What follows belongs to an exercise in optimizing a design on an open flow for small area, a short achievable clock period and few clock cycles per item; a production flow would make more cautious choices. No run shown here included a check of the RTL's function; only the layout flow was run. Power and IR drop assume default switching activity.

## flow/design.v (module list and top-level ports; edited modules follow where they fit)
// module csa_fa: 9 lines
// module csa_ha: 8 lines
// module binary_neuron: 1014 lines
module binary_neuron (
    input  logic                    clk,
    input  logic                    reset,
    input  logic                    in_valid,
    output logic                    in_ready,
    input  logic [320:0]            in_req,
    output logic                    out_valid,
    input  logic                    out_ready,
    output logic [9:0]              out_sum
);
  // ...
==> flow/flow/run.sh <==
#!/bin/bash
# The standard layout (standard.sh: ORFS synthesis to final layout), with
# two changes:
#  - the input and output ports are buffered with the smallest buffer,
#    sky130_fd_sc_hd__buf_1, instead of the cell buffer_ports picks by default
#    (clkdlybuf4s50_1); later repair steps may still resize them;
#  - clock tree synthesis adds no dummy loads to the clock tree, and groups
#    the flip-flops into clusters of up to 15 within 75 um for its leaf
#    buffers (instead of searching for a clustering itself).
set -euo pipefail
export BUFFER_PORTS_ARGS="-buffer_cell sky130_fd_sc_hd__buf_1"
export CTS_ARGS="-sink_clustering_enable -repair_clock_nets -buf_list sky130_fd_sc_hd__clkbuf_8 -dont_use_dummy_load -sink_clustering_size 15 -sink_clustering_max_diameter 75"
bash standard.sh > standard_flow.log 2>&1
==> flow/standard.sh <==
#!/bin/bash
# synth_recipe.tcl (not shown) runs the flow's synth.tcl, then flattens the netlist and writes it again
# the make line also repeats each setting of config.mk as NAME=value (left out here)
make -C /OpenROAD-flow-scripts/flow DESIGN_CONFIG=/design/flow/config.mk WORK_HOME=/design/flow/orfs CLKGATE_MAP_FILE= SYNTH_SCRIPT=/design/flow/synth_recipe.tcl "${@:-finish}"
==> flow/config.mk <==
export PLATFORM = sky130hd
export DESIGN_NAME = binary_neuron
export DESIGN_NICKNAME = binary_neuron
export VERILOG_FILES = /design/flow/design.v
export SDC_FILE = /design/flow/constraint.sdc
export NUM_CORES = 4
export LEC_CHECK = 0
export CAP_MARGIN = 20
export CORE_MARGIN = 2
export CORE_UTILIZATION = 40
export CTS_BUF_LIST = sky130_fd_sc_hd__clkbuf_8
export SLEW_MARGIN = 20
export SYNTH_HIERARCHICAL = 1
export SYNTH_MINIMUM_KEEP_SIZE = 0
==> flow/constraint.sdc <==
create_clock -name core_clock -period 6.0 [get_ports {clk}]
set_input_delay 1.2000 -clock core_clock [delete_from_list [all_inputs] [get_ports {clk}]]
set_output_delay 1.2000 -clock core_clock [all_outputs]
set_load 0.01 [all_outputs]
==> summary.txt, run 1 <==
sum of buffers and inverters on the critical path=0; total sequential power=3230 µW; Internal Power=5170 µW; hold-fix buffers at CTS=0; final instance count without filler cells=2086; layout overhead on the synthesized area=14.3%; outcome=finished clean; final worst-path setup slack=3.09 ns; clk tree area frac=1.81%; number of placed I/O pins=337; fin nets=2163; met3 routing resource usage after global routing=2.19%; buffer count from post-CTS setup fixing=0; startpoint of the worst-slack reg-to-reg timing path=r3_c476; total global routing overflow=0; sum of met3 wire segment lengths after detailed routing=1.41 mm; placed inst area=0.0171 mm²; routability-driven placement congestion ratio=0.825; cts bufs inserted=23; synthesized cell area=0.0153 mm²; crit-path leading delay family=adder cells; Post-DP HPWL=31.1 mm; sequential fraction of design power=38.0%; Critical Path Slowest Stage Cell=fa_1; total combinational power=4340 µW; drt first-iter violations=404; Worst path most repeated cell=fa_1; first element of the critical path=r3_c476; number of flops mapped to enable cells by yosys=50; Area-dominant class=multi-input combinational cells; flip-flop and latch count after synthesis=283; Leak Pwr=0.00645 µW; combined flip-flop and latch cell area=0.00617 mm²; count of cells resized by post-cts repair=0; average cell area after synthesis=12.5 µm²; Regs by FF count=q_data x40, out_sum x10, pending x5; clock sink count=283; normalized max-slew margin=38.7%; register-to-register setup slack=3.09 ns; cell taking the most area after synthesis=fa_1; highest-power group=combinational logic; first-pass GRT wire length=54.5 mm; average via count per standard cell=4.51
==> inputs of run 2 (changes only) <==
--- a/flow/design.v
+++ b/flow/design.v
@@ -215,18 +215,18 @@
     wire q3_61 = ~(in_req[76] ^ (~in_req[3] & (in_req[73] | in_req[74] | in_req[75])));
     wire p1_62 = in_req[70] ^ (~in_req[2] & in_req[69]);
     wire p2_62 = in_req[71] ^ (~in_req[2] & (in_req[69] | in_req[70]));
     wire q3_62 = ~(in_req[72] ^ (~in_req[2] & (in_req[69] | in_req[70] | in_req[71])));
     wire p1_63 = in_req[66] ^ (~in_req[1] & in_req[65]);
     wire p2_63 = in_req[67] ^ (~in_req[1] & (in_req[65] | in_req[66]));
     wire q3_63 = ~(in_req[68] ^ (~in_req[1] & (in_req[65] | in_req[66] | in_req[67])));
     logic r1_s39, r1_s41, r1_s43, r1_s45, r1_s47, r1_s49, r1_s51, r1_s53, r1_s55, r1_s65, r1_s67, r1_s69, r1_s71, r1_s73, r1_s75, r1_s77, r1_s79, r1_s81, r1_s83, r1_s85, r1_s87, r1_s89, r1_s91, r1_s93, r1_s95, r1_s97, r1_s99, r1_s101, r1_s103, r1_s105, r1_s107, r1_c44, r1_c46, r1_c48, r1_c50, r1_c52, r1_c54, r1_c56, r1_s109, r1_s111, r1_s113, r1_s115, r1_s117, r1_s119, r1_s121, r1_c110, r1_c112, r1_c114, r1_c116, r1_c118, r1_c120, r1_c122, r1_s161, r1_s163, r1_s165, r1_s167, r1_s169, r1_s171, r1_s173, r1_s175, r1_s177, r1_s179, r1_s181, r1_s183, r1_s185, r1_s187, r1_s189, r1_s191, r1_s193, r1_s195, r1_s197, r1_s199, r1_s201, r1_s203, r1_s205, r1_s207, r1_s209, r1_s211, r1_s213, r1_s215, r1_s217, r1_c200, r1_c202, r1_s273, r1_s275, r1_s277, r1_s279, r1_s281, r1_s283, r1_s285, r1_s287, r1_s289, r1_s291, r1_s293, r1_s295, r1_s297, r1_s299, r1_s301, r1_s303, r1_s305, r1_s307, r1_s309, r1_s311, r1_s313, r1_c204, r1_c206, r1_c208, r1_c210, r1_c212, r1_c214, r1_c216, r1_c218, r1_s315, r1_s317, r1_s319, r1_s321, r1_s323, r1_s325, r1_s327, r1_c274, r1_c276, r1_c278, r1_c280, r1_c282, r1_c284, r1_c286, r1_c288, r1_c290, r1_c292, r1_c294, r1_c296, r1_c298, r1_c300, r1_c302, r1_c304, r1_c306, r1_c308, r1_c310, r1_c312, r1_c314, r1_c316, r1_c318, r1_c320, r1_c322, r1_c324, r1_c326, r1_c328;
-    logic r2_s257, r2_s259, r2_c158, r2_c160, r2_s261, r2_s263, r2_s265, r2_c262, r2_c264, r2_s373, r2_c266, r2_s375, r2_s377, r2_s379, r2_s381, r2_s427, r2_c376, r2_s429, r2_c378, r2_c380, r2_s431, r2_s433, r2_c382, r2_s435, r2_s437, r2_c432, r2_s461, r2_c434, r2_s463, r2_c436, r2_c438, r2_s465, r2_s467, r2_s483, r2_c464, r2_c466, r2_c468, r2_s485, r2_c484, r2_c486, r2_s63, r2_s157, r2_s159;
-    logic r3_s447, r3_c392, r3_s449, r3_s473, r3_s475, r3_c450, r3_s477, r3_c476, r3_s489, r3_c478, r3_s491, r3_c492, r3_s499, r3_c498, r3_c500, r3_s63, r3_s157, r3_s271, r3_s391, r3_s159;
+    logic r2_s265, r2_s267, r2_s269, r2_c266, r2_s375, r2_s377, r2_s379, r2_s381, r2_c268, r2_c270, r2_s383, r2_s433, r2_c382, r2_s435, r2_c384, r2_s437, r2_s439, r2_s441, r2_s463, r2_c436, r2_c438, r2_s465, r2_c440, r2_s467, r2_c442, r2_s469, r2_s483, r2_c464, r2_c466, r2_c468, r2_s485, r2_c470, r2_c484, r2_c486, r2_s63, r2_s157, r2_s159;
+    logic r3_s477, r3_c452, r3_s479, r3_s491, r3_c480, r3_s493, r3_c492, r3_s499, r3_c494, r3_s63, r3_s157, r3_s271, r3_s391, r3_s451, r3_s503, r3_c504, r3_s159;
     wire s1 = ~(in_req[317] ^ in_req[313]);
     wire c2 = in_req[317] | in_req[313];
     wire s3, c4;
     csa_fa u_s3 (.a(in_req[309]), .b(in_req[305]), .c(in_req[301]), .s(s3), .co(c4));
     wire s5, c6;
     csa_fa u_s5 (.a(in_req[297]), .b(in_req[293]), .c(in_req[289]), .s(s5), .co(c6));
     wire s7, c8;
     csa_fa u_s7 (.a(in_req[285]), .b(in_req[281]), .c(in_req[277]), .s(s7), .co(c8));
@@ -484,21 +484,21 @@
     csa_fa u_s259 (.a(c148), .b(s243), .c(s245), .s(s259), .co(c260));
     wire s261, c262;
     csa_fa u_s261 (.a(s247), .b(s249), .c(c150), .s(s261), .co(c262));
     wire s263, c264;
     csa_fa u_s263 (.a(c152), .b(c154), .c(c156), .s(s263), .co(c264));
     wire s265, c266;
     csa_fa u_s265 (.a(s251), .b(s253), .c(s255), .s(s265), .co(c266));
     wire s267, c268;
-    csa_fa u_s267 (.a(r2_s257), .b(r2_s259), .c(r2_c158), .s(s267), .co(c268));
+    csa_fa u_s267 (.a(s257), .b(s259), .c(c158), .s(s267), .co(c268));
     wire s269, c270;
-    csa_fa u_s269 (.a(r2_c160), .b(r2_s261), .c(r2_s263), .s(s269), .co(c270));
+    csa_fa u_s269 (.a(c160), .b(s261), .c(s263), .s(s269), .co(c270));
     wire s271, c272;
-    csa_fa u_s271 (.a(r2_s265), .b(s267), .c(s269), .s(s271), .co(c272));
+    csa_fa u_s271 (.a(r2_s265), .b(r2_s267), .c(r2_s269), .s(s271), .co(c272));
     wire s273 = ~(q3_0 ^ q3_1);
     wire c274 = q3_0 | q3_1;
     wire s275, c276;
     csa_fa u_s275 (.a(q3_2), .b(q3_3), .c(q3_4), .s(s275), .co(c276));
     wire s277, c278;
     csa_fa u_s277 (.a(q3_5), .b(q3_6), .c(q3_7), .s(s277), .co(c278));
     wire s279, c280;
     csa_fa u_s279 (.a(q3_8), .b(q3_9), .c(q3_10), .s(s279), .co(c280));
@@ -600,25 +600,25 @@
     csa_fa u_s375 (.a(s359), .b(c252), .c(c254), .s(s375), .co(c376));
     wire s377, c378;
     csa_fa u_s377 (.a(c256), .b(c258), .c(s361), .s(s377), .co(c378));
     wire s379, c380;
     csa_fa u_s379 (.a(s363), .b(s365), .c(s367), .s(s379), .co(c380));
     wire s381, c382;
     csa_fa u_s381 (.a(c260), .b(s369), .c(s371), .s(s381), .co(c382));
     wire s383, c384;
-    csa_fa u_s383 (.a(r2_c262), .b(r2_c264), .c(r2_s373), .s(s383), .co(c384));
+    csa_fa u_s383 (.a(c262), .b(c264), .c(s373), .s(s383), .co(c384));
     wire s385, c386;
     csa_fa u_s385 (.a(r2_c266), .b(r2_s375), .c(r2_s377), .s(s385), .co(c386));
     wire s387, c388;
-    csa_fa u_s387 (.a(r2_s379), .b(r2_s381), .c(c268), .s(s387), .co(c388));
+    csa_fa u_s387 (.a(r2_s379), .b(r2_s381), .c(r2_c268), .s(s387), .co(c388));
     wire s389, c390;
-    csa_fa u_s389 (.a(c270), .b(s383), .c(s385), .s(s389), .co(c390));
+    csa_fa u_s389 (.a(r2_c270), .b(r2_s383), .c(c272), .s(s389), .co(c390));
     wire s391, c392;
-    csa_fa u_s391 (.a(c272), .b(s387), .c(s389), .s(s391), .co(c392));
+    csa_fa u_s391 (.a(s385), .b(s387), .c(s389), .s(s391), .co(c392));
     wire s393 = ~(r1_c274 ^ r1_c276);
     wire c394 = r1_c274 | r1_c276;
     wire s395, c396;
     csa_fa u_s395 (.a(r1_c278), .b(r1_c280), .c(r1_c282), .s(s395), .co(c396));
     wire s397, c398;
     csa_fa u_s397 (.a(r1_c284), .b(r1_c286), .c(r1_c288), .s(s397), .co(c398));
     wire s399, c400;
     csa_fa u_s399 (.a(r1_c290), .b(r1_c292), .c(r1_c294), .s(s399), .co(c400));
@@ -656,29 +656,29 @@
     csa_fa u_s431 (.a(s417), .b(c362), .c(c364), .s(s431), .co(c432));
     wire s433, c434;
     csa_fa u_s433 (.a(c366), .b(c368), .c(s419), .s(s433), .co(c434));
     wire s435, c436;
     csa_fa u_s435 (.a(s421), .b(s423), .c(c370), .s(s435), .co(c436));
     wire s437, c438;
     csa_fa u_s437 (.a(c372), .b(c374), .c(s425), .s(s437), .co(c438));
     wire s439, c440;
-    csa_fa u_s439 (.a(r2_s427), .b(r2_c376), .c(r2_s429), .s(s439), .co(c440));
+    csa_fa u_s439 (.a(s427), .b(c376), .c(s429), .s(s439), .co(c440));
     wire s441, c442;
-    csa_fa u_s441 (.a(r2_c378), .b(r2_c380), .c(r2_s431), .s(s441), .co(c442));
+    csa_fa u_s441 (.a(c378), .b(c380), .c(s431), .s(s441), .co(c442));
     wire s443, c444;
     csa_fa u_s443 (.a(r2_s433), .b(r2_c382), .c(r2_s435), .s(s443), .co(c444));
     wire s445, c446;
-    csa_fa u_s445 (.a(r2_s437), .b(c384), .c(c386), .s(s445), .co(c446));
+    csa_fa u_s445 (.a(r2_c384), .b(r2_s437), .c(r2_s439), .s(s445), .co(c446));
     wire s447, c448;
-    csa_fa u_s447 (.a(s439), .b(s441), .c(s443), .s(s447), .co(c448));
+    csa_fa u_s447 (.a(r2_s441), .b(c386), .c(c388), .s(s447), .co(c448));
     wire s449, c450;
-    csa_fa u_s449 (.a(c388), .b(c390), .c(s445), .s(s449), .co(c450));
+    csa_fa u_s449 (.a(c390), .b(s443), .c(s445), .s(s449), .co(c450));
     wire s451, c452;
-    csa_fa u_s451 (.a(r3_s447), .b(r3_c392), .c(r3_s449), .s(s451), .co(c452));
+    csa_fa u_s451 (.a(c392), .b(s447), .c(s449), .s(s451), .co(c452));
     wire s453 = ~(c394 ^ c396);
     wire c454 = c394 | c396;
     wire s455, c456;
     csa_fa u_s455 (.a(c398), .b(c400), .c(c402), .s(s455), .co(c456));
     wire s457, c458;
     csa_fa u_s457 (.a(c404), .b(c406), .c(c408), .s(s457), .co(c458));
     wire s459, c460;
     csa_fa u_s459 (.a(c410), .b(c412), .c(c414), .s(s459), .co(c460));
@@ -686,52 +686,52 @@
     csa_fa u_s461 (.a(c416), .b(c418), .c(s453), .s(s461), .co(c462));
     wire s463, c464;
     csa_fa u_s463 (.a(s455), .b(s457), .c(c420), .s(s463), .co(c464));
     wire s465, c466;
     csa_fa u_s465 (.a(c422), .b(c424), .c(c426), .s(s465), .co(c466));
     wire s467, c468;
     csa_fa u_s467 (.a(c428), .b(c430), .c(s459), .s(s467), .co(c468));
     wire s469, c470;
-    csa_fa u_s469 (.a(r2_c432), .b(r2_s461), .c(r2_c434), .s(s469), .co(c470));
+    csa_fa u_s469 (.a(c432), .b(s461), .c(c434), .s(s469), .co(c470));
     wire s471, c472;
     csa_fa u_s471 (.a(r2_s463), .b(r2_c436), .c(r2_c438), .s(s471), .co(c472));
     wire s473, c474;
-    csa_fa u_s473 (.a(r2_s465), .b(r2_s467), .c(c440), .s(s473), .co(c474));
+    csa_fa u_s473 (.a(r2_s465), .b(r2_c440), .c(r2_s467), .s(s473), .co(c474));
     wire s475, c476;
-    csa_fa u_s475 (.a(c442), .b(c444), .c(s469), .s(s475), .co(c476));
+    csa_fa u_s475 (.a(r2_c442), .b(r2_s469), .c(c444), .s(s475), .co(c476));
     wire s477, c478;
-    csa_fa u_s477 (.a(s471), .b(c446), .c(c448), .s(s477), .co(c478));
+    csa_fa u_s477 (.a(c446), .b(s471), .c(s473), .s(s477), .co(c478));
     wire s479, c480;
-    csa_fa u_s479 (.a(r3_s473), .b(r3_s475), .c(r3_c450), .s(s479), .co(c480));
+    csa_fa u_s479 (.a(c448), .b(c450), .c(s475), .s(s479), .co(c480));
     wire s481, c482;
-    csa_fa u_s481 (.a(r3_s477), .b(c452), .c(s479), .s(s481), .co(c482));
+    csa_fa u_s481 (.a(r3_s477), .b(r3_c452), .c(r3_s479), .s(s481), .co(c482));
     wire s483 = ~(c454 ^ c456);
     wire c484 = c454 | c456;
     wire s485, c486;
     csa_fa u_s485 (.a(c458), .b(c460), .c(c462), .s(s485), .co(c486));
     wire s487, c488;
     csa_fa u_s487 (.a(r2_s483), .b(r2_c464), .c(r2_c466), .s(s487), .co(c488));
     wire s489, c490;
-    csa_fa u_s489 (.a(r2_c468), .b(r2_s485), .c(c470), .s(s489), .co(c490));
+    csa_fa u_s489 (.a(r2_c468), .b(r2_s485), .c(r2_c470), .s(s489), .co(c490));
     wire s491, c492;
-    csa_fa u_s491 (.a(c472), .b(s487), .c(c474), .s(s491), .co(c492));
+    csa_fa u_s491 (.a(c472), .b(c474), .c(s487), .s(s491), .co(c492));
     wire s493, c494;
-    csa_fa u_s493 (.a(r3_c476), .b(r3_s489), .c(r3_c478), .s(s493), .co(c494));
+    csa_fa u_s493 (.a(s489), .b(c476), .c(c478), .s(s493), .co(c494));
     wire s495, c496;
-    csa_fa u_s495 (.a(r3_s491), .b(c480), .c(s493), .s(s495), .co(c496));
+    csa_fa u_s495 (.a(r3_s491), .b(r3_c480), .c(r3_s493), .s(s495), .co(c496));
     wire s497 = ~(r2_c484 ^ r2_c486);
     wire c498 = r2_c484 | r2_c486;
     wire s499, c500;
-    csa_fa u_s499 (.a(c488), .b(s497), .c(c490), .s(s499), .co(c500));
+    csa_fa u_s499 (.a(c488), .b(c490), .c(s497), .s(s499), .co(c500));
     wire s501, c502;
-    csa_fa u_s501 (.a(r3_c492), .b(r3_s499), .c(c494), .s(s501), .co(c502));
-    wire s503 = ~(r3_c498 ^ r3_c500);
-    wire c504 = r3_c498 | r3_c500;
-    wire [9:0] row_a = {c504, s503, c496, c482, s481, s451, r3_s391, r3_s271, r3_s157, r3_s63};
+    csa_fa u_s501 (.a(r3_c492), .b(r3_s499), .c(r3_c494), .s(s501), .co(c502));
+    wire s503 = ~(c498 ^ c500);
+    wire c504 = c498 | c500;
+    wire [9:0] row_a = {r3_c504, r3_s503, c496, c482, s481, r3_s451, r3_s391, r3_s271, r3_s157, r3_s63};
     wire [9:0] row_b = {1'b0, c502, s501, s495, 1'b0, 1'b0, 1'b0, 1'b0, r3_s159, 1'b0};
     wire [9:0] total = row_a + row_b;
     logic         accept, pop;
     logic [4:0] pending, pending_next;
     assign accept = in_valid && in_ready;
     assign pop    = out_valid && out_ready;
     always_comb begin
         case ({accept, pop})
@@ -902,114 +902,98 @@
         r1_c318 <= c318;
         r1_c320 <= c320;
         r1_c322 <= c322;
         r1_c324 <= c324;
         r1_c326 <= c326;
         r1_c328 <= c328;
     end
     always_ff @(posedge clk) begin
-        r2_s257 <= s257;
-        r2_s259 <= s259;
-        r2_c158 <= c158;
-        r2_c160 <= c160;
-        r2_s261 <= s261;
-        r2_s263 <= s263;
         r2_s265 <= s265;
-        r2_c262 <= c262;
-        r2_c264 <= c264;
-        r2_s373 <= s373;
+        r2_s267 <= s267;
+        r2_s269 <= s269;
         r2_c266 <= c266;
         r2_s375 <= s375;
         r2_s377 <= s377;
         r2_s379 <= s379;
         r2_s381 <= s381;
-        r2_s427 <= s427;
-        r2_c376 <= c376;
-        r2_s429 <= s429;
-        r2_c378 <= c378;
-        r2_c380 <= c380;
-        r2_s431 <= s431;
+        r2_c268 <= c268;
+        r2_c270 <= c270;
+        r2_s383 <= s383;
         r2_s433 <= s433;
         r2_c382 <= c382;
         r2_s435 <= s435;
+        r2_c384 <= c384;
         r2_s437 <= s437;
-        r2_c432 <= c432;
-        r2_s461 <= s461;
-        r2_c434 <= c434;
+        r2_s439 <= s439;
+        r2_s441 <= s441;
         r2_s463 <= s463;
         r2_c436 <= c436;
         r2_c438 <= c438;
         r2_s465 <= s465;
+        r2_c440 <= c440;
         r2_s467 <= s467;
+        r2_c442 <= c442;
+        r2_s469 <= s469;
         r2_s483 <= s483;
         r2_c464 <= c464;
         r2_c466 <= c466;
         r2_c468 <= c468;
         r2_s485 <= s485;
+        r2_c470 <= c470;
         r2_c484 <= c484;
         r2_c486 <= c486;
         r2_s63 <= s63;
         r2_s157 <= s157;
         r2_s159 <= s159;
     end
     always_ff @(posedge clk) begin
-        r3_s447 <= s447;
-        r3_c392 <= c392;
-        r3_s449 <= s449;
-        r3_s473 <= s473;
-        r3_s475 <= s475;
-        r3_c450 <= c450;
         r3_s477 <= s477;
-        r3_c476 <= c476;
-        r3_s489 <= s489;
-        r3_c478 <= c478;
+        r3_c452 <= c452;
+        r3_s479 <= s479;
         r3_s491 <= s491;
+        r3_c480 <= c480;
+        r3_s493 <= s493;
         r3_c492 <= c492;
         r3_s499 <= s499;
-        r3_c498 <= c498;
-        r3_c500 <= c500;
+        r3_c494 <= c494;
         r3_s63 <= r2_s63;
         r3_s157 <= r2_s157;
         r3_s271 <= s271;
         r3_s391 <= s391;
+        r3_s451 <= s451;
+        r3_s503 <= s503;
+        r3_c504 <= c504;
         r3_s159 <= r2_s159;
     end
     logic [9:0]      q_data [0:3];
     logic [3:0]    q_wr, q_rd, q_occ;
     logic [9:0]      q_head;
     logic            q_empty;
     logic            result;        
     logic            head_load;     
     logic            q_push, q_pull;
     assign result    = stage_valid[3];
     assign q_empty   = !q_occ[0];
     assign head_load = !out_valid || out_ready;
     assign q_pull    = head_load && !q_empty;
     assign q_push    = result && !(head_load && q_empty);
-    logic [3:0]    q_occ_next;
-    logic            q_empty_sel;   
-    always_comb begin
-        case ({q_push, q_pull})
-            2'b10:   q_occ_next = {q_occ[2:0], 1'b1};
-            2'b01:   q_occ_next = {1'b0, q_occ[3:1]};
-            default: q_occ_next = q_occ;
-        endcase
-    end
     always_ff @(posedge clk) begin
         if (reset) begin
-            q_wr        <= 4'd1;
-            q_rd        <= 4'd1;
-            q_occ       <= '0;
-            q_empty_sel <= 1'b1;
+            q_wr  <= 4'd1;
+            q_rd  <= 4'd1;
+            q_occ <= '0;
         end else begin
             if (q_push) q_wr <= {q_wr[2:0], q_wr[3]};
             if (q_pull) q_rd <= {q_rd[2:0], q_rd[3]};
-            q_occ       <= q_occ_next;
-            q_empty_sel <= !q_occ_next[0];
+            case ({q_push, q_pull})
+                2'b10:   q_occ <= {q_occ[2:0], 1'b1};
+                2'b01:   q_occ <= {1'b0, q_occ[3:1]};
+                default: ;
+            endcase
         end
     end
     always_ff @(posedge clk) begin
         for (int i = 0; i < 4; i++) begin
             if (q_push && q_wr[i]) q_data[i] <= total;
         end
     end
     always_comb begin
@@ -1022,12 +1006,12 @@
         if (reset) begin
             out_valid <= 1'b0;
         end else if (head_load) begin
             out_valid <= !q_empty || result;
         end
     end
     always_ff @(posedge clk) begin
         if (head_load) begin
-            out_sum <= q_empty_sel ? total : q_head;
+            out_sum <= q_empty ? total : q_head;
         end
     end
 endmodule
==> flow/flow/run.sh (replaced) <==
#!/bin/bash
# The standard layout (standard.sh: ORFS synthesis to final layout), with
# two changes:
#  - the input and output ports are buffered with the smallest buffer,
#    sky130_fd_sc_hd__buf_1, instead of the cell buffer_ports picks by default
#    (clkdlybuf4s50_1); later repair steps may still resize them;
#  - clock tree synthesis adds no dummy loads to the clock tree.
set -euo pipefail
export BUFFER_PORTS_ARGS="-buffer_cell sky130_fd_sc_hd__buf_1"
export CTS_ARGS="-sink_clustering_enable -repair_clock_nets -buf_list sky130_fd_sc_hd__clkbuf_8 -dont_use_dummy_load"
bash standard.sh > standard_flow.log 2>&1
==> summary.txt, run 2 <==
crit-path leading delay family=adder cells (unchanged); min-delay src=r2_s63 (unchanged); total wire length after detailed routing=35.5 mm (was 35.6 mm); number of flops mapped to enable cells by yosys=50 (unchanged); fraction of the cycle the final worst path needs=42.1% (was 48.4%); layout overhead on the synthesized area=16.4% (was 14.3%); filler cell count=3479 (was 3529); worst clock skew=0.0769 ns (was 0.0776 ns); Worst path most repeated cell=fa_1 (unchanged); Regs by FF count=q_data x40, out_sum x10, pending x5 (unchanged); endpoint of the worst hold-timing path=r3_s63 (unchanged); dominant cells by area after synthesis=fa_1 32%, dfxtp_1 30%, edfxtp_1 10% (was fa_1 32%, dfxtp_1 31%, edfxtp_1 9.8%); Max Clk Rate=396 MHz (was 344 MHz); portion of synthesized cell area occupied by the leading cell type=32.3% (was 31.8%); maximum fanout count along the critical path=1 (was 5); slew at the pin with the worst max-slew slack=0.887 ns (was 0.919 ns); max FFs per register=40 (unchanged); clock input transition at the sequential cells of the worst setup and hold paths=0.06 ns (was 0.09 ns); placed inst area=0.0169 mm² (was 0.0171 mm²); arrival time at the worst endpoint=2.94 ns (was 3.17 ns); TritonCTS clock tree=yes (unchanged); global-route usage over all layers=18.8% (was 18.4%); antenna violations before repair=0 (unchanged); pin count of the biggest net entering global routing=25 (was 22); sum of buffers and inverters on the critical path=0 (unchanged); kind of path behind the tightest hold check=reg2reg (unchanged); cell count of the worst hold path=0 (unchanged); fraction of layout cells with a size suffix above 1=3.29% (was 1.90%); total negative setup slack=0 ns (unchanged); average via count per standard cell=4.53 (was 4.51); synthesized cell area=0.0151 mm² (was 0.0153 mm²); vias in the first global route=10300 (was 10000); library cell with the highest instance count after synthesis=fa_1 (unchanged); clk root buf=clkbuf_8 (unchanged); via count=9474 (was 9414); most frequent cells after synthesis=243 x fa_1, 223 x dfxtp_1, 215 x nor2_1 (was 243 x fa_1, 233 x dfxtp_1, 215 x nor2_1); worst stage delay on the critical path=0.54 ns (was 0.55 ns); number of routed nets with antenna violations=0 (unchanged); count of cells resized by post-cts repair=0 (unchanged); first-pass iteration count of the detailed router=4 (was 5); worst supply voltage drop on vdd=0.337 mV (was 0.342 mV); PortBufs=336 (unchanged); average cell area after synthesis=12.4 µm² (was 12.5 µm²); R2R Path End=r2_s441 (was out_sum[9]); sequential element share of the synthesized area=39.6% (was 40.3%); Max-Cap Viols=0 (unchanged); synthesis warning total=8 (unchanged); overall power=8820 µW (was 8490 µW); total setup violations reported at the end of the flow=0 (unchanged); top library cells by usage in the layout, fill and taps aside=336 x buf_1, 243 x fa_1, 223 x dfxtp_1, 215 x nor2_1, 132 x xnor2_1 (was 336 x buf_1, 243 x fa_1, 233 x dfxtp_1, 215 x nor2_1, 131 x xnor2_1); first element of the critical path=r1_s187 (was r3_c476); outcome=finished clean (unchanged); final hold slack=0.326 ns (was 0.333 ns); startpoint of the worst-slack reg-to-reg timing path=r1_s187 (was r3_c476); hold-fix buffers at CTS=0 (unchanged); Leak Pwr=0.00649 µW (was 0.00645 µW); count of different cell masters after synthesis=33 (was 32); Req. time, crit path=6.41 ns (was 6.27 ns); cts bufs inserted=44 (was 23); number of core rows=71 (unchanged); max-slew violation count=0 (unchanged); starting density of the core=40.3% (was 40.6%); Crit Path Class=reg2reg (unchanged); buffer count from post-CTS setup fixing=0 (unchanged); final hold viol count=0 (unchanged); drt first-iter violations=301 (was 404); total global routing overflow=0 (unchanged); count of inserted antenna diode cells=0 (unchanged); first-pass GRT wire length=55.0 mm (was 54.5 mm); horizontal die dimension=198 µm (was 199 µm); Clock H-tree levels=2 (was 1); number of placed I/O pins=337 (unchanged); register with the most flip-flops=q_data (unchanged); Syn Inst Count=1211 (was 1226); core footprint=0.0374 mm² (was 0.0377 mm²); Pwr Density=503 mW/mm² (was 486 mW/mm²); end-of-flow core utilization=46.9% (was 46.4%); share of flip-flops with an asynchronous set or reset=0% (unchanged); min Tclk post-route=2.53 ns (was 2.91 ns); routability-driven placement congestion ratio=0.859 (was 0.825); Post-DP HPWL=30.8 mm (was 31.1 mm); register-to-register setup slack=3.47 ns (was 3.09 ns); setup repair after global routing missed its margin=false (unchanged); cell taking the most area after synthesis=fa_1 (unchanged); Worst-Skew Late Latency=0.55 ns (was 0.58 ns); cell area after layout=0.0175 mm² (about the same); Die H=198 µm (was 199 µm); number of cells traversed by the worst register-to-register path=4 (was 7); crit-path cells=fa_1, fa_1, fa_1, fa_1 (was fa_1, fa_1, ha_1, and4_4, a221oi_2, xor2_1, mux2_1); normalized max-slew margin=40.9% (was 38.7%); per-cell routed wire length=17.0 µm (was 17.1 µm); DRC violation count after routing=0 (unchanged); flip-flop and latch count after synthesis=273 (was 283); Top FF cell, synth=dfxtp_1 (unchanged); capturing element type of the critical path=flip-flop (unchanged); fin nets=2168 (was 2163); kind of start point of the critical path=flip-flop (unchanged); clk buf depth=3 (unchanged); net count after synthesis=1796 (was 1812); DIE AREA=0.0392 mm² (was 0.0398 mm²); most frequent standard cell in the layout excluding fill and tap cells=buf_1 (unchanged); clock sink count=273 (was 283); Critical Path Slowest Stage Cell=fa_1 (unchanged)
==> run 2: changes by cell type after synthesis, moves of 2 or more <==
cell,previous run,this run
a21oi_1,14,16
clkbuf_1,8,10
mux2i_1,0,2
a21o_1,2,4
a22oi_1,25,23
and3_1,3,1
nor2b_1,4,2
nand2_1,15,13
dfxtp_1,233,223
==> run 2: cell type report <==
cell class	count	area [µm²]	area share [%]
multi-input combinational	893	8930	50.9
sequential	273	5970	34.0
timing repair buffer	336	1260	7.19
tap	511	639	3.65
clock buffer	44	606	3.45
inverter	35	131	0.749
==> run 2: worst max-delay path by stage <==
stage	end	slack, ns	cells after the start
after floorplan	q_occ[0]	3.37	8
after global placement	r1_s213	3.21	5
after global routing	r2_s269	3.41	4
after detailed placement	r1_s213	3.18	5
final	r2_s441	3.47	4
after CTS	r2_s441	3.43	4
==> run 2: cell families (layout without fill, tap and decap cells) <==
family	count (synthesis)	count (layout)	synth area share [%]
xor gates and xnor gates	199	199	11.6
buffers and inverters	45	415	1.12
DFF	273	273	39.6
muxes	2	2	0.133
adders and majority gates	260	260	33.7
and+or+nand+nor	375	375	11.3
AOI/OAI and AO/OA	57	57	2.60
==> run 2: per-module statistics from Yosys, one instance, submodules excluded <==
module | flip-flops and latches | times used | cells
csa_fa | 0 | 243 | 1
binary_neuron | 273 | 1 | 968
==> run 2: per-layer routing <==
metal	vias up	GRT usage, %	part of all wire [%]
li1	4596	-	-
met1	4567	22.8	40
met2	260	34.4	52
met3	51	2.86	4.6
met4	0	5.96	2.5
met5	-	0	0
==> run 2: metrics by stage <==
stage	std cells	setup slack [ns]
after CTS	2092	3.43
final	2092	3.47
after floorplan	1211	3.37
after global routing	2092	3.41
after global placement	2048	3.21
after detailed placement	2048	3.18
==> run 2: where the power goes <==
part	internal [µW]	switching (µW)
clock	646	631
sequential	2730	334
combinational	2040	2440

what the ideal ports hide:
How much do the figures lean on ideal ports? The routed layouts below were timed once more, with nothing changed but the port constraints.
Step 1, drivers: a clkbuf_16 drives clk and a buf_2 each remaining input, both assumed.
Step 2 times the ports against the registers' clock, not the clock port: input delays grow and output delays shrink by t, the midpoint of the rising clock arrivals with the driver on.
Slacks: ideal / step 1 / step 2; pairs: ideal / step 1.
run	shift t [ns]	setup slack, ns	worst slew at a driven data input, ns
run 1	0.591	3.093 / 3.093 / 3.091	0.07
run 2	0.558	3.475 / 3.475 / 3.176	0.07
After both steps every run listed still meets setup and hold. The setup slack of run 2, which loses most, moves by 0.000 ns with the drivers and by -0.299 ns with both steps.
